This design comes from an exercise in tuning for small area, a short achievable clock period and few clock cycles per item on the open sky130 flow, not from production work. The RTL was checked by simulation tests, not by an equivalence proof against the original design. Power is estimated from default activity; no workload was simulated.

$ cat flow/run.sh
#!/bin/bash
# synth_recipe.tcl (not shown) runs the flow's synth.tcl, then flattens the netlist and writes it again
# the make line also repeats each setting of config.mk as NAME=value (left out here)
make -C /OpenROAD-flow-scripts/flow DESIGN_CONFIG=/design/flow/config.mk WORK_HOME=/design/flow/orfs CLKGATE_MAP_FILE= SYNTH_SCRIPT=/design/flow/synth_recipe.tcl finish
$ cat flow/config.mk
export PLATFORM = sky130hd
export DESIGN_NAME = rv_exec_core
export DESIGN_NICKNAME = rv_exec_core
export VERILOG_FILES = /design/flow/design.v
export SDC_FILE = /design/flow/constraint.sdc
export NUM_CORES = 4
export LEC_CHECK = 0
export CAP_MARGIN = 20
export CORE_MARGIN = 2
export CORE_UTILIZATION = 30
export CTS_CLUSTER_DIAMETER = 60
export CTS_CLUSTER_SIZE = 20
export PLACE_DENSITY = 0.5
export SETUP_SLACK_MARGIN = 4.3
export SLEW_MARGIN = 20
export TNS_END_PERCENT = 30
$ cat flow/constraint.sdc
create_clock -name core_clock -period 7.0 [get_ports {clk}]
set_input_delay 1.4000 -clock core_clock [delete_from_list [all_inputs] [get_ports {clk}]]
set_output_delay 1.4000 -clock core_clock [all_outputs]
set_load 0.01 [all_outputs]
$ cat flow/design.v
package rv_exec_pkg;
    localparam logic [6:0] OPC_OP    = 7'b0110011;
    localparam logic [6:0] OPC_OPIMM = 7'b0010011;
    localparam logic [2:0] F3_ADD  = 3'b000;
    localparam logic [2:0] F3_SLL  = 3'b001;
    localparam logic [2:0] F3_SLT  = 3'b010;
    localparam logic [2:0] F3_SLTU = 3'b011;
    localparam logic [2:0] F3_XOR  = 3'b100;
    localparam logic [2:0] F3_SR   = 3'b101;
    localparam logic [2:0] F3_OR   = 3'b110;
    localparam logic [2:0] F3_AND  = 3'b111;
endpackage
module rv_regfile #(
    parameter int unsigned XLEN  = 32,
    parameter int unsigned NREGS = 32
) (
    input  logic             clk,
    input  logic             reset_n,
    input  logic [NREGS-1:1] rsel1,
    input  logic [NREGS-1:1] rsel2,
    output logic [XLEN-1:0]  rdata1,
    output logic [XLEN-1:0]  rdata2,
    input  logic             vwe,
    input  logic [4:0]       vaddr,
    output logic [NREGS-1:1] vld_nxt,
    input  logic             we,
    input  logic [4:0]       waddr,
    input  logic [XLEN-1:0]  wdata
);
    logic [NREGS-1:1]           vld;
    logic [NREGS-1:1][XLEN-1:0] regs;
    for (genvar i = 1; i < int'(NREGS); i++) begin : g_reg
        assign vld_nxt[i] = vld[i] || (vwe && vaddr == 5'(i));
        always_ff @(posedge clk or negedge reset_n) begin
            if (!reset_n) vld[i] <= 1'b0;
            else          vld[i] <= vld_nxt[i];
        end
        always_ff @(posedge clk) begin
            if (we && waddr == 5'(i)) regs[i] <= wdata;
        end
    end
    always_comb begin
        rdata1 = '0;
        rdata2 = '0;
        for (int i = 1; i < int'(NREGS); i++) begin
            if (rsel1[i]) rdata1 = rdata1 | regs[i];
            if (rsel2[i]) rdata2 = rdata2 | regs[i];
        end
    end
endmodule
module rv_exec_core #(
    parameter int unsigned XLEN  = 32,
    parameter int unsigned NREGS = 32,
    parameter int unsigned CNT_W = 32
) (
    input  logic             clk,
    input  logic             reset_n,
    input  logic             instr_valid,
    input  logic [31:0]      instr,
    output logic             instr_ready,
    output logic             result_valid,
    output logic [XLEN-1:0]  result,
    output logic [4:0]       result_rd,
    output logic             illegal,
    output logic [CNT_W-1:0] retired
);
    logic             id_v;
    logic [31:0]      id_ir;
    logic [NREGS-1:1] id_sel1, id_sel2;
    logic             id_fa, id_fb, id_ba, id_bb;
    logic             id_wr;              
    logic             ex_wr;              
    logic [4:0]       ex_rd;
    logic [NREGS-1:1] vld_nxt;            
    assign instr_ready = 1'b1;
    always_ff @(posedge clk or negedge reset_n) begin
        if (!reset_n) begin
            id_v  <= 1'b0;
            id_sel1 <= '0;
            id_sel2 <= '0;
            id_fa <= 1'b0;
            id_fb <= 1'b0;
            id_ba <= 1'b0;
            id_bb <= 1'b0;
        end else begin
            id_v  <= instr_valid;
            id_fa <= id_wr && instr[19:15] == id_ir[11:7];
            id_fb <= id_wr && instr[24:20] == id_ir[11:7] && instr[6:0] != rv_exec_pkg::OPC_OPIMM;
            id_ba <= ex_wr && instr[19:15] == ex_rd;
            id_bb <= ex_wr && instr[24:20] == ex_rd;
            for (int i = 1; i < int'(NREGS); i++) begin
                id_sel1[i] <= vld_nxt[i] && instr[19:15] == 5'(i);
                id_sel2[i] <= vld_nxt[i] && instr[24:20] == 5'(i);
            end
        end
    end
    always_ff @(posedge clk) id_ir <= instr;
    logic [6:0] opc, f7;
    logic [2:0] f3;
    logic [4:0] rd;
    logic       is_op, is_imm, ill;
    logic [XLEN-1:0] rf_r1, rf_r2, rs1_val, rs2_val, imm_ext;
    assign opc = id_ir[6:0];
    assign rd  = id_ir[11:7];
    assign f3  = id_ir[14:12];
    assign f7  = id_ir[31:25];
    assign imm_ext = {{(XLEN-12){id_ir[31]}}, id_ir[31:20]};
    assign is_op  = (opc == rv_exec_pkg::OPC_OP);
    assign is_imm = (opc == rv_exec_pkg::OPC_OPIMM);
    always_comb begin
        ill = 1'b1;
        if (is_op) begin
            ill = !(f7 == 7'h00 ||
                    (f7 == 7'h20 && (f3 == rv_exec_pkg::F3_ADD || f3 == rv_exec_pkg::F3_SR)));
        end else if (is_imm) begin
            if (f3 == rv_exec_pkg::F3_SLL)     ill = (f7 != 7'h00);
            else if (f3 == rv_exec_pkg::F3_SR) ill = !(f7 == 7'h00 || f7 == 7'h20);
            else                               ill = 1'b0;
        end
    end
    assign id_wr = id_v && !ill && rd != 5'd0;
    logic [4:0]      wb_rd;              
    logic [XLEN-1:0] wb_res, wb_res_n;   
    assign wb_res = ~wb_res_n;
    logic            wb_we;
    assign wb_we = wb_rd != 5'd0;
    rv_regfile #(.XLEN(XLEN), .NREGS(NREGS)) u_regfile (
        .clk     (clk),
        .reset_n (reset_n),
        .rsel1   (id_sel1),
        .rsel2   (id_sel2),
        .rdata1  (rf_r1),
        .rdata2  (rf_r2),
        .vwe     (ex_wr),
        .vaddr   (ex_rd),
        .vld_nxt (vld_nxt),
        .we      (wb_we),
        .waddr   (wb_rd),
        .wdata   (wb_res)
    );
    assign rs1_val = id_ba ? wb_res : rf_r1;
    assign rs2_val = id_bb ? wb_res : rf_r2;
    logic            ex_v, ex_ill;
    logic [XLEN-1:0] ex_a;
    logic [XLEN-1:0] ex_b;               
    logic [4:0]      ex_sh;              
    logic            ex_sub;             
    logic            ex_sra;
    logic            s_add, s_sll, s_slt, s_sltu, s_xor, s_sr, s_or, s_and;
    logic            sub_d, shift_d, fwd_a, fwd_b;
    logic [XLEN-1:0] b_reg;
    assign ex_wr   = ex_v && !ex_ill && ex_rd != 5'd0;
    assign sub_d   = (is_op && f3 == rv_exec_pkg::F3_ADD && id_ir[30]) ||
                     f3 == rv_exec_pkg::F3_SLT || f3 == rv_exec_pkg::F3_SLTU;
    assign shift_d = f3 == rv_exec_pkg::F3_SLL || f3 == rv_exec_pkg::F3_SR;
    assign fwd_a   = id_fa;
    assign fwd_b   = id_fb;
    assign b_reg   = is_imm ? imm_ext : rs2_val;
    logic [XLEN-1:0] a, b, p, g, sll_r, sr_r, other;
    logic [XLEN-1:0] cy;                 
    logic [XLEN-1:0] alu0, alu1, alu;
    logic [XLEN-1:0] pg_g [6];
    logic [XLEN-1:0] pg_p [6];
    logic [4:0]      sh;
    logic            sum0;
    assign a  = ex_a;
    assign b  = ex_b;
    assign sh = ex_sh;
    assign p  = a ^ b;
    assign g  = a & b;
    always_comb begin
        pg_g[0] = g;
        pg_p[0] = p;
        pg_g[0][0] = g[0] | (p[0] & ex_sub);
        for (int l = 1; l < 6; l++) begin
            for (int i = 0; i < int'(XLEN); i++) begin
                if (i >= (1 << (l - 1))) begin
                    pg_g[l][i] = pg_g[l-1][i] | (pg_p[l-1][i] & pg_g[l-1][i - (1 << (l - 1))]);
                    pg_p[l][i] = pg_p[l-1][i] & pg_p[l-1][i - (1 << (l - 1))];
                end else begin
                    pg_g[l][i] = pg_g[l-1][i];
                    pg_p[l][i] = pg_p[l-1][i];
                end
            end
        end
    end
    assign cy    = {pg_g[5][XLEN-2:0], pg_g[5][XLEN-2]};
    assign sll_r = a << sh;
    assign sr_r  = XLEN'($signed({ex_sra & a[XLEN-1], a}) >>> sh);
    assign sum0  = p[0] ^ ex_sub;
    assign other   = ({XLEN{s_sll}} & sll_r) | ({XLEN{s_sr}} & sr_r)
                   | ({XLEN{s_xor}} & (a ^ b)) | ({XLEN{s_or}} & (a | b))
                   | ({XLEN{s_and}} & (a & b));
    always_comb begin
        alu0 = ({XLEN{s_add}} & p) | other;
        alu1 = ({XLEN{s_add}} & ~p) | other;
        alu0[0] = (s_add & sum0) | other[0] | (s_slt & (p[XLEN-1] | a[XLEN-1]))
                | (s_sltu & !g[XLEN-1]);
        alu1[0] = (s_add & sum0) | other[0] | (s_slt & !p[XLEN-1] & a[XLEN-1])
                | (s_sltu & !g[XLEN-1] & !p[XLEN-1]);
    end
    assign alu   = (cy & alu1)   | (~cy & alu0);
    logic [XLEN-1:0] na0, na1, nb0, nb1;
    logic [4:0]      ns0, ns1;
    assign na0 = fwd_a ? alu0 : rs1_val;
    assign na1 = fwd_a ? alu1 : rs1_val;
    assign nb0 = (fwd_b ? alu0 : b_reg) ^ {XLEN{sub_d}};
    assign nb1 = (fwd_b ? alu1 : b_reg) ^ {XLEN{sub_d}};
    assign ns0 = shift_d ? (fwd_b ? alu0[4:0] : b_reg[4:0]) : 5'd0;
    assign ns1 = shift_d ? (fwd_b ? alu1[4:0] : b_reg[4:0]) : 5'd0;
    always_ff @(posedge clk or negedge reset_n) begin
        if (!reset_n) ex_v <= 1'b0;
        else          ex_v <= id_v;
    end
    always_ff @(posedge clk) begin
        ex_ill <= ill;
        ex_rd  <= rd;
        ex_a   <= (cy & na1) | (~cy & na0);
        ex_b   <= (cy & nb1) | (~cy & nb0);
        ex_sh  <= (cy[4:0] & ns1) | (~cy[4:0] & ns0);
        ex_sub <= sub_d;
        ex_sra <= id_ir[30];
        s_add  <= !ill && f3 == rv_exec_pkg::F3_ADD;
        s_sll  <= !ill && f3 == rv_exec_pkg::F3_SLL;
        s_slt  <= !ill && f3 == rv_exec_pkg::F3_SLT;
        s_sltu <= !ill && f3 == rv_exec_pkg::F3_SLTU;
        s_xor  <= !ill && f3 == rv_exec_pkg::F3_XOR;
        s_sr   <= !ill && f3 == rv_exec_pkg::F3_SR;
        s_or   <= !ill && f3 == rv_exec_pkg::F3_OR;
        s_and  <= !ill && f3 == rv_exec_pkg::F3_AND;
    end
    logic wb_inc;
    always_ff @(posedge clk or negedge reset_n) begin
        if (!reset_n) begin
            result_valid <= 1'b0;
            illegal      <= 1'b0;
            wb_inc       <= 1'b0;
            wb_rd        <= '0;
        end else begin
            result_valid <= ex_v;
            illegal      <= ex_v && ex_ill;
            wb_inc       <= ex_v && !ex_ill;
            wb_rd        <= ex_wr ? ex_rd : 5'd0;
        end
    end
    always_ff @(posedge clk) begin
        result    <= alu;
        wb_res_n  <= ~alu;
        result_rd <= ex_rd;
    end
    always_ff @(posedge clk or negedge reset_n) begin
        if (!reset_n)    retired <= '0;
        else if (wb_inc) retired <= retired + CNT_W'(1);
    end
endmodule
==> results of run 1 <==
-- critical path, cell delays in order, from the launching register on --
cell     delay, ps
dfxtp_4        430
buf_12         140
buf_12         100
mux2_4         280
mux4_2         490
nor2_2         120
a21oi_2         60
a311o_1        440
a211o_4        340
mux2_4         290
xor2_1         160
-- sequential cells by signal, indices dropped and copies added (netlist names), 5 cells and up --
register	count
u_regfile.regs	992
ex_a	32
ex_b	32
result	32
retired	32
wb_res_n	32
id_sel1	31
id_sel2	31
u_regfile.vld	31
id_ir	27
ex_rd	5
ex_sh	5
result_rd	5
wb_rd	5
-- layout make-up --
cell class              count  area (µm²)
inverters                 183         716
clock buffers             124        2880
well taps                2624        3280
diodes                     12        30.0
flip-flops and latches   1312       37200
repair buffers            465        4390
clock inverters            83         987
multi-input cells        2711       21600
fillers                 18900      124000
-- per-layer routing --
metal	global-route usage, %	part of all wire (%)
met3	12.3	16
met2	42.7	42
met4	14.7	6.5
met1	37.7	36
met5	0.366	0.12
-- cell families after synthesis --
kind of cell    count (synthesis)
compound gates               1521
flops                        1312
simple gates                  875
buf+inv                       521
mux                           148
xor+xnor                       99
fa+ha+maj                      66
other cells                     1
-- final timing paths --
kind / endpoint / slack [ps] / startpoint / cells after the start
worst max-delay path: ex_b[0] / 3990 / ex_sh[1] / 10
worst min-delay path: ex_v / 400 / id_v / 0
worst max register to register: ex_b[0] / 3990 / ex_sh[1] / 10
worst min register to register: ex_v / 400 / id_v / 0
max in group asynchronous: id_sel1[29] / 5030 / reset_n / 2
min in group asynchronous: retired[23] / 670 / reset_n / 1
-- Yosys cell counts (23+ instances only) --
master	count	area share, %
a211oi_1	41	0.52
a21oi_1	208	1.8
a221oi_1	246	3.7
a222oi_1	31	0.53
a22o_1	241	3.6
a22oi_1	465	5.9
a31oi_1	23	0.24
buf_1	40	0.26
clkbuf_1	257	1.6
dfrtp_1	139	5.9
dfxtp_1	181	6.2
edfxtp_1	992	51
ha_1	65	1.4
inv_1	161	1.0
mux2_2	25	0.48
mux2i_1	56	0.95
mux4_2	58	2.2
nand2_1	193	1.2
nand3_1	124	1.1
nand4_1	137	1.5
nor2_1	161	1.0
nor3_1	88	0.75
nor4_1	30	0.32
o21ai_0	90	0.77
or4_1	25	0.32
xnor2_1	45	0.67
xor2_1	54	0.80
-- stage by stage --
| stage | hold slack, ps | setup slack, ps | util, % |
|---|---|---|---|
| after floorplan | 329 | 4280 | - |
| after global placement | 387 | 3070 | 32.4 |
| after detailed placement | 385 | 3100 | 32.4 |
| after CTS | 403 | 4040 | 36.0 |
| after global routing | 403 | 3940 | 36.5 |
| final | 396 | 3990 | 36.5 |
-- power breakdown --
part	leakage [nW]	internal, mW	total, mW	switching, mW
Clock	1.86	3.30	6.73	3.43
Combinational	10.4	0.110	0.277	0.167
Sequential	10.2	8.27	8.31	0.0406
Total	22.4	11.7	15.3	3.64
-- what timing repair did --
action	4_1_cts	5_1_grt
setup endpoints to repair	257	230
pin swaps	57	37
gates cloned	8	1
endpoints found under the hold margin	0	0
setup buffers	155	67
resized for setup	455	208
==> summary.txt, run 1 <==
Route
  • Routed WL per cell: between 40 and 50 µm
  • Antenna-violating nets left: 0
  • First-pass iteration count of the detailed router: 10
  • Vias: 50300
  • Post-route DRC: 0
  • Routed wire length: a little over 300000 µm
  • Vias per inst: approximately 6.7
  • DRT iter0 DRCs: about 11000

Die
  • Die ar.: 200000 µm²
  • Starting Density: between 30% and 40%
  • Core area: 195000 µm²
  • Die height: around 450 µm
  • Rows: between 150 and 200
  • Die W: 447 µm
  • Io pins: 107

GRT
  • Global-route wire length before repair: 407000 µm
  • Total track usage: 29.5%
  • Vias in the first global route: 47200
  • Largest net degree at the start of global routing: 86
  • Antenna violations before repair: 22
  • Congestion Overflow GR: 0

Yosys
  • Synth Area in Compound Gates: around a fifth
  • Main synth FF type: edfxtp_1
  • Count of warnings emitted by yosys: 4
  • Number of synthesized flops with an enable pin: 992
  • Async SR Flop Fraction: about a tenth
  • Main combinational cell family by area after synthesis: compound AO/OA/AOI/OAI gates
  • Simple-gate portion of the synthesized area: ~7.5%
  • Number of synthesized register bits: 1312
  • Xor/xnor cell area share of the yosys netlist: 1.47%
  • Mux contribution to synthesized area: a little under 4%
  • Adder-Cell Fraction of Synth Area: 1.42%
  • Synth Instances: 4543
  • Sequential fraction of the synthesis area: 62.7%
  • Mapped Nets: approximately 4600
  • Synth Area per Inst: 13.0 µm²
  • Synthesized cell area: just under 60000 µm²
  • Netlist cell types: 92

Worst setup path
  • Critical path type: flip-flop to flip-flop
  • CP endpoint kind: flip-flop
  • Crit path launch type: flip-flop
  • CP Max Fanout: 5
  • Crit path DAT: around 3700 ps
  • CP required: 7630 ps

STA
  • Setup TNS: 0 ps
  • Slew HR: 17.4%
  • Fin crit period: 3010 ps
  • Slew at the pin with the worst max-slew slack: 1240 ps
  • Fmax: around 330 MHz
  • Tcrit/Tclk final: 43.0%
  • RSZ-0062 raised after global routing: true
  • Final count of negative-setup-slack endpoints: 0
  • Slew Viols, Final: 0
  • Final-report hold violation count: 0
  • Clk_skew: 95.3 ps

Clocking
  • CTS tree: done
  • CTS H-tree lvls: 3
  • Root Driver: clkbuf_16
  • Hold Buf Count CTS: 0
  • Clock buffer depth: 3
  • Clk sinks: ~1300
  • Clock slew at reported path FFs: 70 ps
  • Worst skew pair latency: 820 ps
  • Number of CTS-inserted buffers: around 110

Placed design
  • PortBufs: 105
  • Placed cells: 7064
  • HPWL after DPL: 162000 µm
  • Cell Area, Placed: 63200 µm²
  • Gp weighted congestion: 0.909

Layout
  • Final std cells w/o fill: roughly 7500
  • Share of layout cells above drive strength 1: 22.4%
  • Final Cell Area: 71200 µm²
  • Commonest non-fill, non-tap cell in the layout: edfxtp_1
  • Commonest cells after routing, fill and taps aside: edfxtp_1 (992), a22oi_1 (464), buf_4 (261)
  • Final net count: 4883
  • Area Overhead vs Synth: 20.9%

Flow run
  • Max-Cap Viols: 0

Power and ir drop
  • Max IR drop VDD: 0.190 mV
  • Power Density: roughly 220 nW/µm²
  • Leak Pwr: 22.4 nW
  • Total chip power: 15.3 mW

Outcome
  • Outcome: timing/DRC/antenna clean

Worst hold path
  • Hold Path Class: flip-flop to flip-flop
Testbench counts, summed over its fixed seeds: cycles 12,024, items 12,000.
==> run 2: changes to the inputs <==
--- a/flow/config.mk
+++ b/flow/config.mk
@@ -6,10 +6,11 @@
 export NUM_CORES = 4
 export LEC_CHECK = 0
+export ABC_AREA = 1
 export CAP_MARGIN = 20
 export CORE_MARGIN = 2
-export CORE_UTILIZATION = 30
+export CORE_UTILIZATION = 40
 export CTS_CLUSTER_DIAMETER = 60
 export CTS_CLUSTER_SIZE = 20
-export PLACE_DENSITY = 0.5
+export PLACE_DENSITY = 0.55
 export SETUP_SLACK_MARGIN = 4.3
 export SLEW_MARGIN = 20
==> run 2 against run 1 <==
Register-to-register slack gained 110 ps. First-iteration DRC count shrank 1.6%. Die area down 20%. Non-clock buffer count fell by 63. Critical path depth is 2 lower. Synthesized area rose by 5.8%.
==> summary.txt, run 2 <==
GRT
  • Largest net degree at the start of global routing: 74 (-14%)
  • Total track usage: 40.6% (+11 points)
  • Antenna violations before repair: 20 (-9.1%)
  • Global-route wire length before repair: 442000 µm (+8.6%)
  • Congestion Overflow GR: 0 (unchanged)
  • Vias in the first global route: 53300 (+13%)

Yosys
  • Number of synthesized flops with an enable pin: 992 (unchanged)
  • Cell accounting for the most synthesized area: edfxtp_1
  • Count of warnings emitted by yosys: 4 (unchanged)
  • Mapped Nets: 6697 (+44%)
  • Commonest cells in the netlist: nand2_1 (1299), inv_1 (1060), edfxtp_1 (992)
  • Async SR Flop Fraction: 10.6% (unchanged)
  • Synth Area per Inst: 9.44 µm² (-27%)
  • Sequential fraction of the synthesis area: 59.3% (-3.4 points)
  • Synthesized cell area: 62200 µm² (+5.8%)
  • Main synth FF type: edfxtp_1
  • Synth Instances: 6596 (+45%)
  • Number of synthesized register bits: 1312 (unchanged)
  • Share of the synthesized area in the top cell type: 47.9% (-2.8 points)
  • Netlist cell types: 60 (-35%)
  • Top cells by area, synth: edfxtp_1 (48%), nand2_1 (7.8%), inv_1 (6.4%), dfxtp_1 (5.8%), dfrtp_1 (5.6%)
  • Most common cell in the netlist: nand2_1

Route
  • Vias: 58100 (+16%)
  • Routed WL per cell: 37.0 µm (-8.9%)
  • First-pass iteration count of the detailed router: 9 (-1)
  • Routed wire length: 333000 µm (+8.8%)
  • Post-route DRC: 0 (unchanged)
  • Antenna-violating nets left: 0 (unchanged)
  • DRT iter0 DRCs: 10800 (-1.6%)
  • Vias per inst: 6.47 (-3.3%)

STA
  • Slew at the pin with the worst max-slew slack: 1200 ps (-40.4 ps)
  • Clk_skew: 58.1 ps (-37.2 ps)
  • Final-report hold violation count: 0 (unchanged)
  • Fin crit period: 2900 ps (-114 ps)
  • Final count of negative-setup-slack endpoints: 0 (unchanged)
  • Fmax: 345 MHz (+3.9%)
  • Worst hold slack: 415 ps (+19.5 ps)
  • Tcrit/Tclk final: 41.4% (-1.6 points)
  • Slew Viols, Final: 0 (unchanged)
  • RSZ-0062 raised after global routing: true
  • Setup ws final: 4100 ps (+114 ps)
  • Setup TNS: 0 ps (unchanged)
  • Slew HR: 20.0% (+2.6 points)

Worst setup path
  • CP endpoint kind: flip-flop
  • Critical path type: flip-flop to flip-flop
  • CP Max Fanout: 10 (+5)
  • Crit path launch type: flip-flop
  • Register-to-Register Path Depth: 8 (-2)
  • CP required: 7630 ps (about the same)
  • Crit path DAT: 3520 ps (-130 ps)

Worst hold path
  • Hold Crit Depth: 0 (unchanged)
  • Hold Path Class: flip-flop to flip-flop

Die
  • Rows: 144 (-11%)
  • Die ar.: 159000 µm² (-20%)
  • Starting Density: 40.4% (+10 points)
  • Die height: 398 µm (-11%)
  • Io pins: 107 (unchanged)
  • Core area: 154000 µm² (-21%)
  • Die W: 398 µm (-11%)

Layout
  • Area Overhead vs Synth: 16.8%
  • Final std cells w/o fill: 8979 (+19%)
  • Share of layout cells above drive strength 1: 12.6% (-9.8 points)
  • Final Cell Area: 72700 µm² (+2.2%)
  • Commonest cells after routing, fill and taps aside: nand2_1 (1277), inv_1 (1006), edfxtp_1 (992)
  • Number of flip-flops under the largest register name: 992 (unchanged)
  • Commonest non-fill, non-tap cell in the layout: nand2_1
  • Register name with the most flops: u_regfile.regs
  • Final net count: 6916 (+42%)

Flow run
  • Max-Cap Viols: 0 (unchanged)

Power and ir drop
  • Leak Pwr: 31.3 nW (+40%)
  • Power Density: 216 nW/µm² (+0.52%)
  • Max IR drop VDD: 0.209 mV (+9.8%)

Placed design
  • Post-Place Setup Slack: 3330 ps (+226 ps)
  • HPWL after DPL: 204000 µm (+25%)
  • Cell Area, Placed: 66100 µm² (+4.5%)
  • PortBufs: 105 (unchanged)
  • Placed cells: 8622 (+22%)
  • Gp weighted congestion: 1.06 (+17%)

Clocking
  • Clock buffer depth: 3 (unchanged)
  • Clk sinks: 1312 (unchanged)
  • Clock slew at reported path FFs: 80 ps (about the same)
  • CTS tree: done
  • Worst skew pair latency: 810 ps (about the same)
  • Root Driver: clkbuf_16
  • Hold Buf Count CTS: 0 (unchanged)
  • CTS H-tree lvls: 3 (unchanged)
  • Number of CTS-inserted buffers: 116 (+6.4%)

Outcome
  • Outcome: timing/DRC/antenna clean
[run 2: cell types whose count changed after synthesis, sizes merged, moves of 58 or more]
cell / previous run / this run
inv: 182 / 1071
nor2: 161 / 406
nand2: 193 / 1320
o22ai: 8 / 534
clkbuf: 257 / 173
mux4: 58 / 0
a221oi: 247 / 60
a22oi: 465 / 1
a22o: 241 / 53
o21ai: 100 / 307
nand3: 124 / 470
nor4: 30 / 100
[run 2: what timing repair did]
action / in CTS / in global routing
cloned: 1 / 5
gates resized for setup: 406 / 240
pin swaps: 7 / 21
buffers inserted: 74 / 34
endpoints found under the setup margin: 214 / 146
[run 2: layer usage]
metal | track usage (%) | part of all wire, % | vias up
met5 | 0 | 0.052 | -
met4 | 28.5 | 8.8 | 14
met3 | 14.8 | 15 | 1546
li1 | - | - | 23300
met2 | 59.2 | 41 | 5402
met1 | 50.0 | 34 | 27800
[run 2: worst paths after layout]
| check | slack [ps] | start | end |
|---|---|---|---|
| min | 420 | id_ir[10] | ex_rd[3] |
| max | 4100 | id_sel1[27] | ex_a[15] |
| min reg2reg | 420 | id_ir[10] | ex_rd[3] |
| max in group asynchronous | 4910 | reset_n | id_sel2[27] |
| min in group asynchronous | 670 | reset_n | result_valid |
| max reg2reg | 4100 | id_sel1[27] | ex_a[15] |
[run 2: where the power goes]
group          switching, mW  internal [mW]
Combinational          0.270          0.120
Clock                   3.56           3.44
Sequential            0.0411           8.30
[run 2: stage by stage]
stage,total power [mW],util (%)
floorplan,8.70,-
global placement,8.88,42.8
detailed placement,8.88,42.8
CTS,15.7,46.4
global route,16.0,47.1
finish,15.7,47.2
[run 2: kinds of logic (layout without fill, tap and decap cells)]
kind of cell | count (synthesis) | after routing | synth area share (%)
flops | 1312 | 1312 | 59.3
mux | 1 | 1 | 0.0161
compound gates | 1212 | 1212 | 11.9
other cells | 1 | 24 | 0.00602
xor+xnor | 48 | 48 | 0.675
buf+inv | 1389 | 1705 | 8.73
fa+ha+maj | 66 | 66 | 1.34
simple gates | 2567 | 2567 | 18.1
[run 2: critical path: stages, from the launching register on]
cell,delay [ps]
dfrtp_1,380
buf_4,210
clkinvlp_4,330
buf_6,340
o22ai_1,100
a2111oi_0,380
nand4_1,560
a21oi_1,320
a21oi_1,60
[run 2: layout make-up]
cell class / count / area [µm²]
Clock buffer: 122 / 2980
Tap cell: 2044 / 2560
Timing Repair Buffer: 402 / 3830
Sequential cell: 1312 / 37000
Multi-Input combinational cell: 3895 / 20800
Fill cell: 14700 / 81500
Antenna cell: 23 / 57.6
Clock inverter: 93 / 1080
Inverter: 1088 / 4440
==> run 3: changes to the inputs <==
--- a/flow/design.v
+++ b/flow/design.v
@@ -26,8 +26,8 @@
     input  logic             we,
     input  logic [4:0]       waddr,
-    input  logic [XLEN-1:0]  wdata
+    input  logic [XLEN-1:0]  wdata_n     
 );
     logic [NREGS-1:1]           vld;
-    logic [NREGS-1:1][XLEN-1:0] regs;
+    logic [NREGS-1:1][XLEN-1:0] regs_n;
     for (genvar i = 1; i < int'(NREGS); i++) begin : g_reg
         assign vld_nxt[i] = vld[i] || (vwe && vaddr == 5'(i));
@@ -37,5 +37,5 @@
         end
         always_ff @(posedge clk) begin
-            if (we && waddr == 5'(i)) regs[i] <= wdata;
+            if (we && waddr == 5'(i)) regs_n[i] <= wdata_n;
         end
     end
@@ -44,6 +44,6 @@
         rdata2 = '0;
         for (int i = 1; i < int'(NREGS); i++) begin
-            if (rsel1[i]) rdata1 = rdata1 | regs[i];
-            if (rsel2[i]) rdata2 = rdata2 | regs[i];
+            if (rsel1[i]) rdata1 = rdata1 | ~regs_n[i];
+            if (rsel2[i]) rdata2 = rdata2 | ~regs_n[i];
         end
     end
@@ -137,5 +137,5 @@
         .we      (wb_we),
         .waddr   (wb_rd),
-        .wdata   (wb_res)
+        .wdata_n (wb_res_n)
     );
     assign rs1_val = id_ba ? wb_res : rf_r1;
--- a/flow/config.mk
+++ b/flow/config.mk
@@ -15,3 +15,3 @@
 export SETUP_SLACK_MARGIN = 4.3
 export SLEW_MARGIN = 20
-export TNS_END_PERCENT = 30
+export TNS_END_PERCENT = 5
==> run 3 against run 2 <==
Clock skew is 13 ps lower. Sequential power hardly changed. First-iteration DRC count is 2.6% higher. Worst hold slack worse by 34 ps. Power is 2.7% lower. Via count is 8.0% lower.
==> summary.txt, run 3 <==
Clocking
  • Root Driver: clkbuf_16
  • Clock buffer depth: 3 (unchanged)
  • Worst skew pair latency: 780 ps (-30 ps)
  • Clk sinks: 1312 (unchanged)
  • Number of CTS-inserted buffers: 107 (-7.8%)
  • Hold Buf Count CTS: 0 (unchanged)
  • CTS tree: done
  • Clock slew at reported path FFs: 80 ps (about the same)
  • CTS H-tree lvls: 3 (unchanged)

Worst hold path
  • Hold Crit Start: id_v
  • Min-Delay Endpoint: ex_v
  • Hold Path Class: flip-flop to flip-flop
  • Hold Crit Depth: 0 (unchanged)

Yosys
  • Synth Area per Inst: 10.5 µm² (+11%)
  • Commonest cells in the netlist: edfxtp_1 (992), o22ai_1 (916), nand2_1 (751)
  • Synthesized cell area: 58900 µm² (-5.3%)
  • Async SR Flop Fraction: 10.6% (unchanged)
  • Mapped Nets: 5706 (-15%)
  • Cell accounting for the most synthesized area: edfxtp_1
  • Number of synthesized register bits: 1312 (unchanged)
  • Number of synthesized flops with an enable pin: 992 (unchanged)
  • Most common cell in the netlist: edfxtp_1
  • Synth Instances: 5605 (-15%)
  • Count of warnings emitted by yosys: 4 (unchanged)
  • Sequential fraction of the synthesis area: 62.6% (+3.3 points)
  • Main synth FF type: edfxtp_1
  • Share of the synthesized area in the top cell type: 50.5% (+2.7 points)
  • Top cells by area, synth: edfxtp_1 (51%), o22ai_1 (9.7%), dfxtp_1 (6.1%), dfrtp_1 (5.9%), nand2_1 (4.8%)
  • Netlist cell types: 62 (+3.3%)

Power and ir drop
  • Net Switching: 3.47 mW (-10%)
  • Power Density: 225 nW/µm² (+4.0%)
  • Sequential share of power: 54.3% (+1.3 points)
  • Clock power frac: 44.1% (-0.4 points)
  • Sw Ratio: 22.7% (-1.9 points)
  • Max IR drop VDD: 0.189 mV (-9.8%)
  • P_int: 11.8 mW (-0.26%)
  • Leak Pwr: 20.9 nW (-33%)
  • Total chip power: 15.3 mW (-2.7%)
  • Comb pwr share: 1.6% (-0.9 points)

Worst setup path
  • Crit path launch type: flip-flop
  • CP required: 7650 ps (+20 ps)
  • CP Max Fanout: 24 (+14)
  • FF-to-FF End: ex_a[3]
  • CP endpoint kind: flip-flop
  • Reg2Reg Setup Slack: 4090 ps (about the same)
  • Register-to-Register Path Depth: 9 (+1)
  • Critical path type: flip-flop to flip-flop
  • FF-to-FF Start: id_sel1[15]
  • Critical Path Source: id_sel1[15]
  • Crit path DAT: 3560 ps (+40 ps)

STA
  • Final-report hold violation count: 0 (unchanged)
  • Setup TNS: 0 ps (unchanged)
  • Clk_skew: 44.8 ps (-13.2 ps)
  • Fmax: 343 MHz (-0.42%)
  • Slew Viols, Final: 0 (unchanged)
  • Final count of negative-setup-slack endpoints: 0 (unchanged)
  • Fin crit period: 2910 ps (+12.2 ps)
  • RSZ-0062 raised after global routing: true
  • Slew HR: 17.7% (-2.3 points)
  • Tcrit/Tclk final: 41.6% (+0.17 points)
  • Slew at the pin with the worst max-slew slack: 1230 ps (+30.3 ps)

Placed design
  • Gp weighted congestion: 1.04 (-2.1%)
  • PortBufs: 105 (unchanged)
  • HPWL after DPL: 170000 µm (-16%)

Die
  • Die W: 388 µm (-2.7%)
  • Rows: 140 (-2.8%)
  • Starting Density: 40.4% (about the same)
  • Io pins: 107 (unchanged)
  • Core area: 146000 µm² (-5.4%)
  • Die ar.: 150000 µm² (-5.3%)
  • Die height: 388 µm (-2.7%)

Layout
  • Number of flip-flops under the largest register name: 992 (unchanged)
  • Share of layout cells above drive strength 1: 13.6% (+0.99 points)
  • Commonest non-fill, non-tap cell in the layout: edfxtp_1
  • Area Overhead vs Synth: 15.5%
  • Commonest cells after routing, fill and taps aside: edfxtp_1 (992), o22ai_1 (915), nand2_1 (737)
  • Final net count: 5813 (-16%)
  • Register name with the most flops: u_regfile.regs_n

Route
  • Antenna-violating nets left: 0 (unchanged)
  • Routed wire length: 296000 µm (-11%)
  • Post-route DRC: 0 (unchanged)
  • DRT iter0 DRCs: 11100 (+2.6%)
  • Vias: 53400 (-8.0%)
  • Vias per inst: 6.91 (+6.8%)
  • Routed WL per cell: 38.3 µm (+3.4%)
  • First-pass iteration count of the detailed router: 8 (-1)

GRT
  • Antenna violations before repair: 16 (-20%)
  • Global-route wire length before repair: 398000 µm (-9.9%)
  • Vias in the first global route: 49200 (-7.7%)
  • Total track usage: 37.9% (-2.7 points)
  • Largest net degree at the start of global routing: 93 (+26%)
  • Congestion Overflow GR: 0 (unchanged)

Flow run
  • Max-Cap Viols: 0 (unchanged)

Outcome
  • Outcome: timing/DRC/antenna clean
==> run 3: worst max path at each step <==
stage | end | slack, ps | cells after the start
floorplan | u_regfile.regs_n[512] | 4340 | 4
global placement | ex_b[18] | 3240 | 14
detailed placement | ex_b[18] | 3280 | 14
CTS | retired[23] | 4090 | 1
global route | ex_b[27] | 4180 | 12
finish | ex_a[3] | 4090 | 9
==> run 3: kinds of logic (layout without fill, tap and decap cells) <==
logic type / count (synthesis) / count (layout) / share of synthesized area (%)
compound gates: 1313 / 1313 / 13.6
xor+xnor: 47 / 47 / 0.699
fa+ha+maj: 66 / 66 / 1.41
other cells: 1 / 8 / 0.00636
flops: 1312 / 1312 / 62.6
simple gates: 2148 / 2148 / 16.6
mux: 1 / 1 / 0.0170
buf+inv: 717 / 916 / 5.03
==> run 3: area by class of cell <==
class                           instances  area [µm²]
Inverter                              406        1860
Multi-Input combinational cell       3576       19700
Tap cell                             1917        2400
Clock inverter                         79        1020
Sequential cell                      1312       37000
Timing Repair Buffer                  308        3140
Fill cell                           13400       77900
Timing Repair inverter                  1        8.76
Clock buffer                          122        2840
Antenna cell                            7        17.5
==> run 3: critical path, stage by stage (launching register included) <==
cell	delay, ps
dfrtp_1	380
inv_2	420
buf_8	440
o22ai_1	150
nor4_1	370
nand4_1	240
nand2_1	290
o211ai_1	290
o21ai_0	180
inv_1	50
==> run 3: power groups by stage <==
stage | sequential [mW] | clock, mW | combinational, mW
3_3_place_gp | 8.50 | 0 | 0.223
6_report | 8.32 | 6.75 | 0.239
3_5_place_dp | 8.50 | 0 | 0.224
5_1_grt | 8.32 | 7.05 | 0.261
4_1_cts | 8.32 | 6.73 | 0.225
2_1_floorplan | 8.49 | 0 | 0.118
==> run 3: metal layers <==
metal / vias up / GRT usage [%] / part of all wire, %
met5: - / 0.128 / 0.10
met4: 24 / 24.4 / 8.6
met3: 1556 / 14.0 / 16
met2: 5176 / 55.9 / 42
met1: 25600 / 46.7 / 34
li1: 21100 / - / -
==> run 3: what timing repair did <==
item / 4_1_cts / 5_1_grt
endpoints found under the setup margin: 239 / 170
hold endpoints to repair: 0 / 0
pin swaps: 5 / 11
gates resized for setup: 243 / 349
setup buffers: 28 / 31
cloned: 1 / 7
==> run 3: metrics by stage <==
stage          worst slack [ps]  hold WS (ps)  area (µm²)  instances  util, %
6_report                   4090           381       68000       7728     46.6
5_1_grt                    4180           400       68000       7722     46.6
4_1_cts                    4090           384       66800       7683     45.8
3_5_place_dp               3280           368       62200       7453     42.7
3_3_place_gp               3240           368       62200       7453     42.6
2_1_floorplan              4340           329       58900       5605        -
Testbench counts of run 3, summed over its fixed seeds: cycles 12,024, items 12,000.
==> run 4: changes to the inputs <==
--- a/flow/config.mk
+++ b/flow/config.mk
@@ -9,8 +9,8 @@
 export CAP_MARGIN = 20
 export CORE_MARGIN = 2
-export CORE_UTILIZATION = 40
+export CORE_UTILIZATION = 45
 export CTS_CLUSTER_DIAMETER = 60
 export CTS_CLUSTER_SIZE = 20
-export PLACE_DENSITY = 0.55
+export PLACE_DENSITY = 0.6
 export SETUP_SLACK_MARGIN = 4.3
 export SLEW_MARGIN = 20
==> run 4 against run 3 <==
Register-to-register slack worse by 290 ps. First-iteration DRC count up 14%. Via count down 0.14%. Final cell count down 2.9%. Sequential cell count unchanged. Clock skew up 12 ps.
==> summary.txt, run 4 <==
GRT
  • GR peak layer: met2
  • Met3 global-route usage: 16.5% (+2.5 points)
  • Congestion Overflow GR: 0 (unchanged)
  • Antenna violations before repair: 16 (unchanged)
  • Largest net degree at the start of global routing: 99 (+6.5%)
  • Vias in the first global route: 49000 (-0.52%)
  • Total track usage: 40.3% (+2.4 points)
  • Global-route wire length before repair: 380000 µm (-4.4%)
  • M2 GR Usage: 57.0% (+1.1 points)
  • Met1 Resource Use GR: 50.4% (+3.8 points)

Route
  • Routed WL per cell: 37.3 µm (-2.5%)
  • Post-route DRC: 0 (unchanged)
  • Antenna-violating nets left: 0 (unchanged)
  • Vias: 53300 (-0.14%)
  • DRT iter0 DRCs: 12700 (+14%)
  • Routed wire length: 280000 µm (-5.3%)
  • First-pass iteration count of the detailed router: 13 (+5)
  • Vias per inst: 7.11 (+2.8%)

Placed design
  • Placed cells: 7273 (-2.4%)
  • HPWL after DPL: 161000 µm (-5.3%)
  • Gp weighted congestion: 1.02 (-1.8%)
  • Cell Area, Placed: 62000 µm² (-0.44%)
  • PortBufs: 105 (unchanged)
  • Post-Place Setup Slack: 3330 ps (+52.8 ps)

Die
  • Die W: 366 µm (-5.7%)
  • Die ar.: 134000 µm² (-11%)
  • Starting Density: 45.4% (+5.0 points)
  • Io pins: 107 (unchanged)
  • Rows: 132 (-5.7%)
  • Core area: 130000 µm² (-11%)
  • Die height: 366 µm (-5.7%)

Layout
  • Final std cells w/o fill: 7506 (-2.9%)
  • Finished Core Util: 51.1% (+4.4 points)
  • Register name with the most flops: u_regfile.regs_n
  • Number of flip-flops under the largest register name: 992 (unchanged)
  • Area Overhead vs Synth: 12.5%
  • Commonest non-fill, non-tap cell in the layout: edfxtp_1
  • Final Cell Area: 66300 µm² (-2.5%)
  • Commonest cells after routing, fill and taps aside: edfxtp_1 (992), o22ai_1 (915), nand2_1 (746)
  • Final net count: 5775 (-0.65%)
  • Share of layout cells above drive strength 1: 11.8% (-1.8 points)

Yosys
  • Share of the synthesized area in the top cell type: 50.5% (unchanged)
  • Cell accounting for the most synthesized area: edfxtp_1
  • Mapped Nets: 5706 (unchanged)
  • Netlist cell types: 62 (unchanged)
  • Async SR Flop Fraction: 10.6% (unchanged)
  • Main synth FF type: edfxtp_1
  • Count of warnings emitted by yosys: 4 (unchanged)
  • Number of synthesized flops with an enable pin: 992 (unchanged)
  • Synthesized cell area: 58900 µm² (unchanged)
  • Sequential fraction of the synthesis area: 62.6% (unchanged)
  • Synth Area per Inst: 10.5 µm² (unchanged)
  • Most common cell in the netlist: edfxtp_1
  • Top cells by area, synth: edfxtp_1 (51%), o22ai_1 (9.7%), dfxtp_1 (6.1%), dfrtp_1 (5.9%), nand2_1 (4.8%)
  • Synth Instances: 5605 (unchanged)
  • Commonest cells in the netlist: edfxtp_1 (992), o22ai_1 (916), nand2_1 (751)
  • Number of synthesized register bits: 1312 (unchanged)

Power and ir drop
  • Leak Pwr: 20.3 nW (-3.0%)
  • Total chip power: 14.9 mW (-2.9%)
  • Power Density: 224 nW/µm² (-0.33%)
  • Max IR drop VDD: 0.198 mV (+5.1%)

Clocking
  • Clock slew at reported path FFs: 90 ps (about the same)
  • Worst skew pair latency: 770 ps (about the same)
  • CTS H-tree lvls: 3 (unchanged)
  • CTS tree: done
  • Hold Buf Count CTS: 0 (unchanged)
  • Clock buffer depth: 3 (unchanged)
  • Root Driver: clkbuf_16
  • Clk sinks: 1312 (unchanged)
  • Number of CTS-inserted buffers: 102 (-4.7%)

STA
  • RSZ-0062 raised after global routing: true
  • Setup ws final: 3790 ps (-294 ps)
  • Clk_skew: 56.9 ps (+12.1 ps)
  • Worst hold slack: 386 ps (+5.35 ps)
  • Slew HR: 19.7% (+2.0 points)
  • Fin crit period: 3210 ps (+294 ps)
  • Tcrit/Tclk final: 45.8% (+4.2 points)
  • Setup TNS: 0 ps (unchanged)
  • Final-report hold violation count: 0 (unchanged)
  • Final count of negative-setup-slack endpoints: 0 (unchanged)
  • Fmax: 312 MHz (-9.2%)
  • Slew at the pin with the worst max-slew slack: 1200 ps (-25.9 ps)
  • Slew Viols, Final: 0 (unchanged)

Worst hold path
  • Hold Crit Depth: 0 (unchanged)
  • Hold Path Class: flip-flop to flip-flop

Worst setup path
  • CP endpoint kind: flip-flop
  • Register-to-Register Path Depth: 7 (-2)
  • Crit path launch type: flip-flop
  • CP required: 7580 ps (-70 ps)
  • CP Max Fanout: 32 (+33%)
  • Crit path DAT: 3790 ps (+230 ps)
  • Critical path type: flip-flop to flip-flop
  • Reg2Reg Setup Slack: 3790 ps (-290 ps)

Outcome
  • Outcome: timing/DRC/antenna clean

Flow run
  • Max-Cap Viols: 0 (unchanged)
## run 4: cell counts after synthesis
Identical to the previous run, type by type.
## run 4: where the power goes
part / internal [mW] / switching (mW)
clock network: 3.16 / 3.15
registers: 8.29 / 0.0289
logic: 0.0775 / 0.157
total: 11.5 / 3.34
## run 4: critical path, stage by stage, from the launching register on
cell     delay [ps]
dfrtp_1         370
inv_2            40
buf_4           770
o22ai_1         140
nor4_1          470
nand2_1         110
o21ai_0         920
o21ai_1         180
## run 4: what timing repair did
item	4_1_cts	5_1_grt
gates resized for setup	158	80
endpoints found under the setup margin	445	442
setup buffers	1	38
pin swaps	2	1
## run 4: final cells by class
| class | count | area, µm² |
|---|---|---|
| fill | 11600 | 63500 |
| sequential | 1312 | 37000 |
| multi-input combinational | 3576 | 19500 |
| clock buffer | 120 | 2700 |
| timing repair buffer | 276 | 2490 |
| tap | 1742 | 2180 |
| inverter | 406 | 1640 |
| clock inverter | 68 | 855 |
| antenna | 6 | 15.0 |
## run 4: final timing paths
kind | to | from
worst min register to register | ex_v | id_v
min in group asynchronous | illegal | reset_n
max in group asynchronous | retired[10] | reset_n
worst max-delay path | ex_a[29] | id_sel1[23]
worst min-delay path | ex_v | id_v
worst max register to register | ex_a[29] | id_sel1[23]
## run 4: logic make-up (layout without fill, tap and decap cells)
logic type | Yosys count | count (layout) | synth area share (%)
AOI/OAI and AO/OA | 1313 | 1313 | 13.6
xor gates and xnor gates | 47 | 47 | 0.699
adders and majority gates | 66 | 66 | 1.41
buffers and inverters | 717 | 870 | 5.03
DFF | 1312 | 1312 | 62.6
muxes | 1 | 1 | 0.0170
other | 1 | 7 | 0.00636
and+or+nand+nor | 2148 | 2148 | 16.6
## run 4: layer usage
layer,wire (µm),share of wire (%)
met5,90,0.032
met4,24300,8.7
met3,48200,17
met2,113000,40
met1,94300,34
==> run 5: changes to the inputs <==
--- a/flow/config.mk
+++ b/flow/config.mk
@@ -9,8 +9,8 @@
 export CAP_MARGIN = 20
 export CORE_MARGIN = 2
-export CORE_UTILIZATION = 45
-export CTS_CLUSTER_DIAMETER = 60
-export CTS_CLUSTER_SIZE = 20
-export PLACE_DENSITY = 0.6
+export CORE_UTILIZATION = 40
+export CTS_CLUSTER_DIAMETER = 75
+export CTS_CLUSTER_SIZE = 25
+export PLACE_DENSITY = 0.55
 export SETUP_SLACK_MARGIN = 4.3
 export SLEW_MARGIN = 20
==> run 5 against run 4 <==
Non-clock buffer count increased by 53. Combinational power increased by 3%. Wire length increased by 5.6%. Clock skew decreased by 7.1 ps. Sequential power about the same. Count of clock-buffer cells in the layout decreased by 24. Clock power decreased by 13%.
==> summary.txt, run 5 <==
STA
  • Fmax: 345 MHz (+10%)
  • RSZ-0062 raised after global routing: true
  • Tcrit/Tclk final: 41.5% (-4.3 points)
  • Final-report hold violation count: 0 (unchanged)
  • Fin crit period: 2900 ps (-303 ps)
  • Final count of negative-setup-slack endpoints: 0 (unchanged)
  • Clk_skew: 49.8 ps (-7.09 ps)
  • Slew HR: 16.7% (-3.0 points)
  • Slew Viols, Final: 0 (unchanged)
  • Slew at the pin with the worst max-slew slack: 1250 ps (+45.2 ps)
  • Setup TNS: 0 ps (unchanged)
  • Worst hold slack: 385 ps (-1.12 ps)

Route
  • DRT iter0 DRCs: 11500 (-9.1%)
  • First-pass iteration count of the detailed router: 9 (-4)
  • Routed wire length: 296000 µm (+5.6%)
  • Antenna-violating nets left: 0 (unchanged)
  • Vias per inst: 6.92 (-2.6%)
  • Vias: 53300 (-0.10%)
  • Routed WL per cell: 38.4 µm (+2.9%)
  • Post-route DRC: 0 (unchanged)

Yosys
  • Cell accounting for the most synthesized area: edfxtp_1
  • Number of synthesized register bits: 1312 (unchanged)
  • Synth Instances: 5605 (unchanged)
  • Sequential fraction of the synthesis area: 62.6% (unchanged)
  • Number of synthesized flops with an enable pin: 992 (unchanged)
  • Commonest cells in the netlist: edfxtp_1 (992), o22ai_1 (916), nand2_1 (751)
  • Async SR Flop Fraction: 10.6% (unchanged)
  • Synth Area per Inst: 10.5 µm² (unchanged)
  • Most common cell in the netlist: edfxtp_1
  • Main synth FF type: edfxtp_1
  • Mapped Nets: 5706 (unchanged)
  • Top cells by area, synth: edfxtp_1 (51%), o22ai_1 (9.7%), dfxtp_1 (6.1%), dfrtp_1 (5.9%), nand2_1 (4.8%)
  • Synthesized cell area: 58900 µm² (unchanged)
  • Share of the synthesized area in the top cell type: 50.5% (unchanged)
  • Netlist cell types: 62 (unchanged)
  • Count of warnings emitted by yosys: 4 (unchanged)

Placed design
  • HPWL after DPL: 170000 µm (+5.6%)
  • PortBufs: 105 (unchanged)
  • Placed cells: 7453 (+2.5%)
  • Gp weighted congestion: 1.04 (+1.8%)

Die
  • Die ar.: 150000 µm² (+12%)
  • Die W: 388 µm (+6.0%)
  • Core area: 146000 µm² (+12%)
  • Io pins: 107 (unchanged)
  • Starting Density: 40.4% (-5.0 points)
  • Rows: 140 (+6.1%)
  • Die height: 388 µm (+6.0%)

Worst hold path
  • Hold Path Class: flip-flop to flip-flop

Clocking
  • Clock slew at reported path FFs: 100 ps (about the same)
  • Number of CTS-inserted buffers: 80 (-22%)
  • Worst skew pair latency: 760 ps (about the same)
  • CTS H-tree lvls: 3 (unchanged)
  • CTS tree: done
  • Clock buffer depth: 3 (unchanged)
  • Clk sinks: 1312 (unchanged)
  • Root Driver: clkbuf_16

Power and ir drop
  • Leak Pwr: 20.5 nW (+1.1%)
  • Total chip power: 14.0 mW (-5.7%)
  • Power Density: 208 nW/µm² (-7.0%)
  • Max IR drop VDD: 0.174 mV (-12%)

Layout
  • Share of layout cells above drive strength 1: 13.2% (+1.4 points)
  • Commonest cells after routing, fill and taps aside: edfxtp_1 (992), o22ai_1 (915), nand2_1 (736)
  • Commonest non-fill, non-tap cell in the layout: edfxtp_1
  • Final std cells w/o fill: 7701 (+2.6%)
  • Final net count: 5808 (+0.57%)
  • Number of flip-flops under the largest register name: 992 (unchanged)
  • Register name with the most flops: u_regfile.regs_n
  • Area Overhead vs Synth: 14.1%
  • Number of fill cells: 13500 (+16%)

GRT
  • M2 GR Usage: 55.8% (-1.2 points)
  • Antenna violations before repair: 12 (-4)
  • Congestion Overflow GR: 0 (unchanged)
  • Met3 global-route usage: 14.0% (-2.5 points)
  • Met1 Resource Use GR: 46.7% (-3.8 points)
  • Global-route wire length before repair: 397000 µm (+4.4%)
  • GR peak layer: met2
  • Total track usage: 37.8% (-2.5 points)
  • Vias in the first global route: 49100 (+0.32%)
  • Largest net degree at the start of global routing: 93 (-6.1%)

Outcome
  • Outcome: timing/DRC/antenna clean

Flow run
  • Max-Cap Viols: 0 (unchanged)

Worst setup path
  • Crit path DAT: 3540 ps (-250 ps)
  • CP required: 7630 ps (+50 ps)
  • Crit path launch type: flip-flop
  • CP endpoint kind: flip-flop
  • Critical path type: flip-flop to flip-flop
  • CP Max Fanout: 24 (-25%)
==> run 5: cell counts after synthesis <==
No cell type changed its count.
==> run 5: path summary, 6_finish.rpt <==
| kind | startpoint | slack (ps) | cells past startpoint | end |
|---|---|---|---|---|
| max | id_sel1[15] | 4100 | 9 | ex_a[3] |
| min | id_v | 390 | 0 | ex_v |
| max reg2reg | id_sel1[15] | 4100 | 9 | ex_a[3] |
| min reg2reg | id_v | 390 | 0 | ex_v |
| max in group asynchronous | reset_n | 5030 | 2 | retired[9] |
| min in group asynchronous | reset_n | 710 | 1 | id_fb |
==> run 5: cell type report <==
class                      instances  area, µm²  share of cell area, %
multi-input combinational       3576      19800                   29.5
clock buffer                      96       2080                   3.10
timing repair inverter             2       13.8                 0.0205
inverter                         406       1890                   2.80
tap                             1917       2400                   3.57
timing repair buffer             329       3320                   4.94
antenna                           13       32.5                 0.0484
clock inverter                    50        689                   1.03
sequential                      1312      37000                   55.0
==> run 5: metrics by stage <==
step           instance area, µm²  worst slack, ps  util [%]
6_report                    67200             4100      46.1
5_1_grt                     67200             4140      46.1
4_1_cts                     65700             4090      45.0
3_5_place_dp                62200             3280      42.7
3_3_place_gp                62200             3240      42.6
2_1_floorplan               58900             4340         -
==> run 5: critical path, cell delays in order, from the launching register on <==
cell	delay, ps
dfrtp_1	380
inv_2	430
buf_8	450
o22ai_1	160
nor4_1	360
nand4_1	220
nand2_1	290
o211ai_1	270
o21ai_0	160
inv_1	50
==> run 5: report_power, final <==
| group | switching (mW) | internal, mW | total [mW] |
|---|---|---|---|
| Clock | 3.07 | 2.39 | 5.46 |
| Combinational | 0.163 | 0.0787 | 0.242 |
| Sequential | 0.0304 | 8.28 | 8.31 |
==> run 5: layer usage <==
layer  routed length (µm)  vias to the layer above  share of wire (%)
met2               124000                     5246                 42
li1                     -                    21000                  -
met3                46800                     1482                 16
met5                  324                        -               0.11
met1               101000                    25500                 34
met4                24100                       18                8.2
==> run 5: cell families after synthesis <==
| kind of cell | count (synthesis) | share of synthesized area, % |
|---|---|---|
| buffers and inverters | 717 | 5.03 |
| other | 1 | 0.00636 |
| and+or+nand+nor | 2148 | 16.6 |
| xor gates and xnor gates | 47 | 0.699 |
| muxes | 1 | 0.0170 |
| adders and majority gates | 66 | 1.41 |
| DFF | 1312 | 62.6 |
| AOI/OAI and AO/OA | 1313 | 13.6 |
==> run 5: repair_timing <==
action	CTS	global route
setup buffers	32	48
hold buffers	0	0
endpoints found under the setup margin	239	173
pin swaps	5	14
hold endpoints to repair	0	0
gates resized for setup	243	374
cloned	1	8
==> run 6: changes to the inputs <==
--- a/flow/design.v
+++ b/flow/design.v
@@ -17,6 +17,6 @@
     input  logic             clk,
     input  logic             reset_n,
-    input  logic [NREGS-1:1] rsel1,
-    input  logic [NREGS-1:1] rsel2,
+    input  logic [NREGS-1:1] rsel1_n,
+    input  logic [NREGS-1:1] rsel2_n,
     output logic [XLEN-1:0]  rdata1,
     output logic [XLEN-1:0]  rdata2,
@@ -44,6 +44,6 @@
         rdata2 = '0;
         for (int i = 1; i < int'(NREGS); i++) begin
-            if (rsel1[i]) rdata1 = rdata1 | ~regs_n[i];
-            if (rsel2[i]) rdata2 = rdata2 | ~regs_n[i];
+            if (!rsel1_n[i]) rdata1 = rdata1 | ~regs_n[i];
+            if (!rsel2_n[i]) rdata2 = rdata2 | ~regs_n[i];
         end
     end
@@ -67,5 +67,5 @@
     logic             id_v;
     logic [31:0]      id_ir;
-    logic [NREGS-1:1] id_sel1, id_sel2;
+    logic [NREGS-1:1] id_sel1_n, id_sel2_n;   
     logic             id_fa, id_fb, id_ba, id_bb;
     logic             id_wr;              
@@ -77,6 +77,6 @@
         if (!reset_n) begin
             id_v  <= 1'b0;
-            id_sel1 <= '0;
-            id_sel2 <= '0;
+            id_sel1_n <= '1;
+            id_sel2_n <= '1;
             id_fa <= 1'b0;
             id_fb <= 1'b0;
@@ -90,6 +90,6 @@
             id_bb <= ex_wr && instr[24:20] == ex_rd;
             for (int i = 1; i < int'(NREGS); i++) begin
-                id_sel1[i] <= vld_nxt[i] && instr[19:15] == 5'(i);
-                id_sel2[i] <= vld_nxt[i] && instr[24:20] == 5'(i);
+                id_sel1_n[i] <= !(vld_nxt[i] && instr[19:15] == 5'(i));
+                id_sel2_n[i] <= !(vld_nxt[i] && instr[24:20] == 5'(i));
             end
         end
@@ -128,6 +128,6 @@
         .clk     (clk),
         .reset_n (reset_n),
-        .rsel1   (id_sel1),
-        .rsel2   (id_sel2),
+        .rsel1_n (id_sel1_n),
+        .rsel2_n (id_sel2_n),
         .rdata1  (rf_r1),
         .rdata2  (rf_r2),
--- a/flow/config.mk
+++ b/flow/config.mk
@@ -10,6 +10,6 @@
 export CORE_MARGIN = 2
 export CORE_UTILIZATION = 40
-export CTS_CLUSTER_DIAMETER = 75
-export CTS_CLUSTER_SIZE = 25
+export CTS_CLUSTER_DIAMETER = 60
+export CTS_CLUSTER_SIZE = 20
 export PLACE_DENSITY = 0.55
 export SETUP_SLACK_MARGIN = 4.3
==> run 6 against run 5 <==
Worst hold slack improved by 2.9 ps. Final cell count increased by 3.4%. Highest routed layer unchanged. Clock power increased by 26%. Via count increased by 2.6%. Still clean on timing, DRC and antenna. Sequential cell count unchanged. Utilization increased by 1.2 points. Wire length increased by 2.8%. First-iteration DRC count decreased by 1.5%.
==> summary.txt, run 6 <==
Power and ir drop
  • Net Switching: 3.73 mW (+14%)
  • Power Density: 220 nW/µm² (+5.7%)
  • P_int: 11.7 mW (+8.7%)
  • Sequential share of power: 54.0% (-5.3 points)
  • Comb pwr share: 1.5% (-0.2 points)
  • Leak Pwr: 21.8 nW (+6.7%)
  • Clock power frac: 44.5% (+5.5 points)
  • Sw Ratio: 24.2% (+0.87 points)
  • Max IR drop VDD: 0.211 mV (+21%)

STA
  • Slew at the pin with the worst max-slew slack: 1220 ps (-29.1 ps)
  • Final count of negative-setup-slack endpoints: 0 (unchanged)
  • Slew Viols, Final: 0 (unchanged)
  • RSZ-0062 raised after global routing: true
  • Slew HR: 18.6% (+1.9 points)
  • Setup TNS: 0 ps (unchanged)
  • Worst hold slack: 388 ps (+2.87 ps)
  • Fin crit period: 2950 ps (+43.2 ps)
  • Final-report hold violation count: 0 (unchanged)
  • Tcrit/Tclk final: 42.1% (+0.62 points)
  • Fmax: 340 MHz (-1.5%)
  • Clk_skew: 39.5 ps (-10.4 ps)

Die
  • Starting Density: 40.3% (-0.068 points)
  • Die height: 390 µm (+0.57%)
  • Die W: 390 µm (+0.57%)
  • Rows: 141 (+0.71%)
  • Io pins: 107 (unchanged)
  • Die ar.: 152000 µm² (+1.1%)
  • Core area: 148000 µm² (+1.3%)

Yosys
  • Top cells by area, synth: edfxtp_1 (50%), o22ai_1 (8.4%), dfxtp_1 (6.1%), nand2_1 (5.1%), nand3_1 (4.3%)
  • Synth Area per Inst: 10.5 µm² (-0.17%)
  • Number of synthesized register bits: 1312 (unchanged)
  • Synth Instances: 5679 (+1.3%)
  • Cell accounting for the most synthesized area: edfxtp_1
  • Sequential fraction of the synthesis area: 62.0% (-0.58 points)
  • Count of warnings emitted by yosys: 4 (unchanged)
  • Netlist cell types: 68 (+9.7%)
  • Number of synthesized flops with an enable pin: 992 (unchanged)
  • Async SR Flop Fraction: 10.6% (unchanged)
  • Main synth FF type: edfxtp_1
  • Synthesized cell area: 59600 µm² (+1.1%)
  • Share of the synthesized area in the top cell type: 50.0% (-0.57 points)
  • Mapped Nets: 5780 (+1.3%)
  • Commonest cells in the netlist: edfxtp_1 (992), nand2_1 (802), o22ai_1 (797)
  • Most common cell in the netlist: edfxtp_1

Worst setup path
  • CP endpoint kind: flip-flop
  • Crit path DAT: 3550 ps (about the same)
  • Crit-path max cell delay: 840 ps (+390 ps)
  • Critical path's most frequent cell: nand2_1
  • WP buf/inv: 1 (-2)
  • CP required: 7610 ps (-20 ps)
  • CP max stage cell: dfstp_4
  • CP cell instances: buf_12 > o22ai_1 > nor4_1 > nand4_1 > nand2_1 > nand3_1 > nand2_1 > nor2_1
  • Crit path launch type: flip-flop
  • Worst path top cell family by delay: simple AND/OR/NAND/NOR gates
  • Critical path type: flip-flop to flip-flop
  • CP Max Fanout: 18 (-25%)

GRT
  • Antenna violations before repair: 18 (+6)
  • Congestion Overflow GR: 0 (unchanged)
  • Global-route wire length before repair: 403000 µm (+1.6%)
  • Total track usage: 38.2% (+0.33 points)
  • Vias in the first global route: 50300 (+2.4%)
  • Largest net degree at the start of global routing: 74 (-20%)

Route
  • Routed wire length: 304000 µm (+2.8%)
  • First-pass iteration count of the detailed router: 12 (+3)
  • Post-route DRC: 0 (unchanged)
  • DRT iter0 DRCs: 11300 (-1.5%)
  • Vias: 54700 (+2.6%)
  • Vias per inst: 6.87 (-0.77%)
  • Routed WL per cell: 38.2 µm (-0.53%)
  • Antenna-violating nets left: 0 (unchanged)

Clocking
  • Clk sinks: 1312 (unchanged)
  • CTS H-tree lvls: 3 (unchanged)
  • Hold Buf Count CTS: 0 (unchanged)
  • Worst skew pair latency: 800 ps (+40 ps)
  • Number of CTS-inserted buffers: 112 (+40%)
  • Clock slew at reported path FFs: 80 ps (-20 ps)
  • Clock buffer depth: 3 (unchanged)
  • Root Driver: clkbuf_16
  • CTS tree: done

Layout
  • Register name with the most flops: u_regfile.regs_n
  • Final net count: 6029 (+3.8%)
  • Final std cells w/o fill: 7960 (+3.4%)
  • Commonest non-fill, non-tap cell in the layout: edfxtp_1
  • Area Overhead vs Synth: 17.3%
  • Final Cell Area: 69900 µm² (+4.0%)
  • Share of layout cells above drive strength 1: 16.5% (+3.3 points)
  • Commonest cells after routing, fill and taps aside: edfxtp_1 (992), o22ai_1 (797), nand2_1 (788)
  • Number of flip-flops under the largest register name: 992 (unchanged)

Placed design
  • Gp weighted congestion: 1.03 (-1.6%)
  • PortBufs: 105 (unchanged)
  • Cell Area, Placed: 62900 µm² (+1.1%)
  • Placed cells: 7543 (+1.2%)
  • HPWL after DPL: 168000 µm (-1.6%)

Worst hold path
  • Hold Path Class: flip-flop to flip-flop

Flow run
  • Max-Cap Viols: 0 (unchanged)

Outcome
  • Outcome: timing/DRC/antenna clean
## run 6: worst paths after layout
check | startpoint | endpoint | slack (ps) | cells past startpoint
min in group asynchronous | reset_n | u_regfile.vld[5] | 620 | 1
max in group asynchronous | reset_n | retired[25] | 4890 | 2
setup reg to reg | id_sel2_n[30] | ex_sh[2] | 4050 | 8
hold reg to reg | id_v | ex_v | 390 | 0
setup / recovery | id_sel2_n[30] | ex_sh[2] | 4050 | 8
hold / removal | id_v | ex_v | 390 | 0
## run 6: layout make-up
type                    instances  area [µm²]
fillers                     13500       77900
clock buffers                 119        2870
well taps                    1930        2410
repair buffers                445        4610
inverters                     360        1370
diodes                          7        17.5
multi-input cells            3697       20300
flip-flops and latches       1312       37200
clock inverters                90        1120
## run 6: power groups by stage
stage                     combinational (mW)  sequential (mW)  clock [mW]
after global routing                   0.252             8.32        7.16
final                                  0.231             8.32        6.87
after detailed placement               0.219             8.50           0
after CTS                              0.222             8.32        6.86
after global placement                 0.217             8.50           0
after floorplan                        0.112             8.49           0
## run 6: repair_timing
item                                    CTS  global route
gates resized for setup                 380           184
setup buffers                            70           120
pin swaps                                 5            19
gates cloned                              0             9
endpoints found under the setup margin  189           152
## run 6: stage by stage
| step | setup WS (ps) | utilization [%] | power (mW) |
|---|---|---|---|
| finish | 4050 | 47.3 | 15.4 |
| global route | 4170 | 47.3 | 15.7 |
| CTS | 4170 | 45.9 | 15.4 |
| detailed placement | 3610 | 42.6 | 8.72 |
| global placement | 3540 | 42.6 | 8.71 |
| floorplan | 4340 | - | 8.60 |
## run 6: per-layer routing
layer / global-route usage, % / vias up / share of wire (%)
met2: 56.2 / 5430 / 42
met1: 46.0 / 26200 / 33
met3: 15.2 / 1479 / 16
li1: - / 21500 / -
met5: 0 / - / 0.056
met4: 25.7 / 24 / 8.9
## run 6: cell families (layout without fill, tap and decap cells)
family,count (synthesis),after routing,synth area share [%]
muxes,1,1,0.0168
AOI/OAI and AO/OA,1203,1203,12.9
and+or+nand+nor,2377,2377,18.2
other,1,8,0.00629
xor gates and xnor gates,49,49,0.720
adders and majority gates,66,66,1.40
DFF,1312,1312,62.0
buffers and inverters,670,1014,4.72
Testbench counts of run 6, summed over its fixed seeds: cycles 12,024, items 12,000.

## separate check: timing with driven ports
In the flow no input, the clock included, has a driving cell. The finished layouts below were timed again as built, in two steps. Step 1 sets driving cells, clkbuf_16 on the clock port and buf_2 on the other inputs (assumed; they add their load-dependent delay and slew). Step 2, shift: input delay + t, output delay - t, t = (earliest + latest rising clock arrival at the registers) / 2. This alone moves slack from input paths to output paths. Slacks: ideal / step 1 / step 2; pairs: ideal / step 1.
| run | t, ns | slack for setup (ns) | latest minus earliest clock arrival (ns) | worst register clock-pin slew, ns |
|---|---|---|---|---|
| run 1 | 0.853 | 3.987 / 3.987 / 3.437 | 0.097 / 0.097 | 0.10 / 0.10 |
| run 2 | 0.859 | 4.101 / 4.101 / 3.835 | 0.060 / 0.060 | 0.09 / 0.09 |
| run 3 | 0.837 | 4.089 / 4.089 / 3.412 | 0.050 / 0.050 | 0.09 / 0.09 |
| run 4 | 0.818 | 3.795 / 3.795 / 3.503 | 0.060 / 0.059 | 0.09 / 0.09 |
| run 5 | 0.832 | 4.098 / 4.098 / 3.488 | 0.054 / 0.053 | 0.11 / 0.11 |
| run 6 | 0.855 | 4.054 / 4.054 / 3.688 | 0.057 / 0.057 | 0.09 / 0.09 |
After both steps setup and hold are still met in every run listed. The setup slack of run 3, which loses most, moves by 0.000 ns with the drivers and by -0.677 ns with both steps.
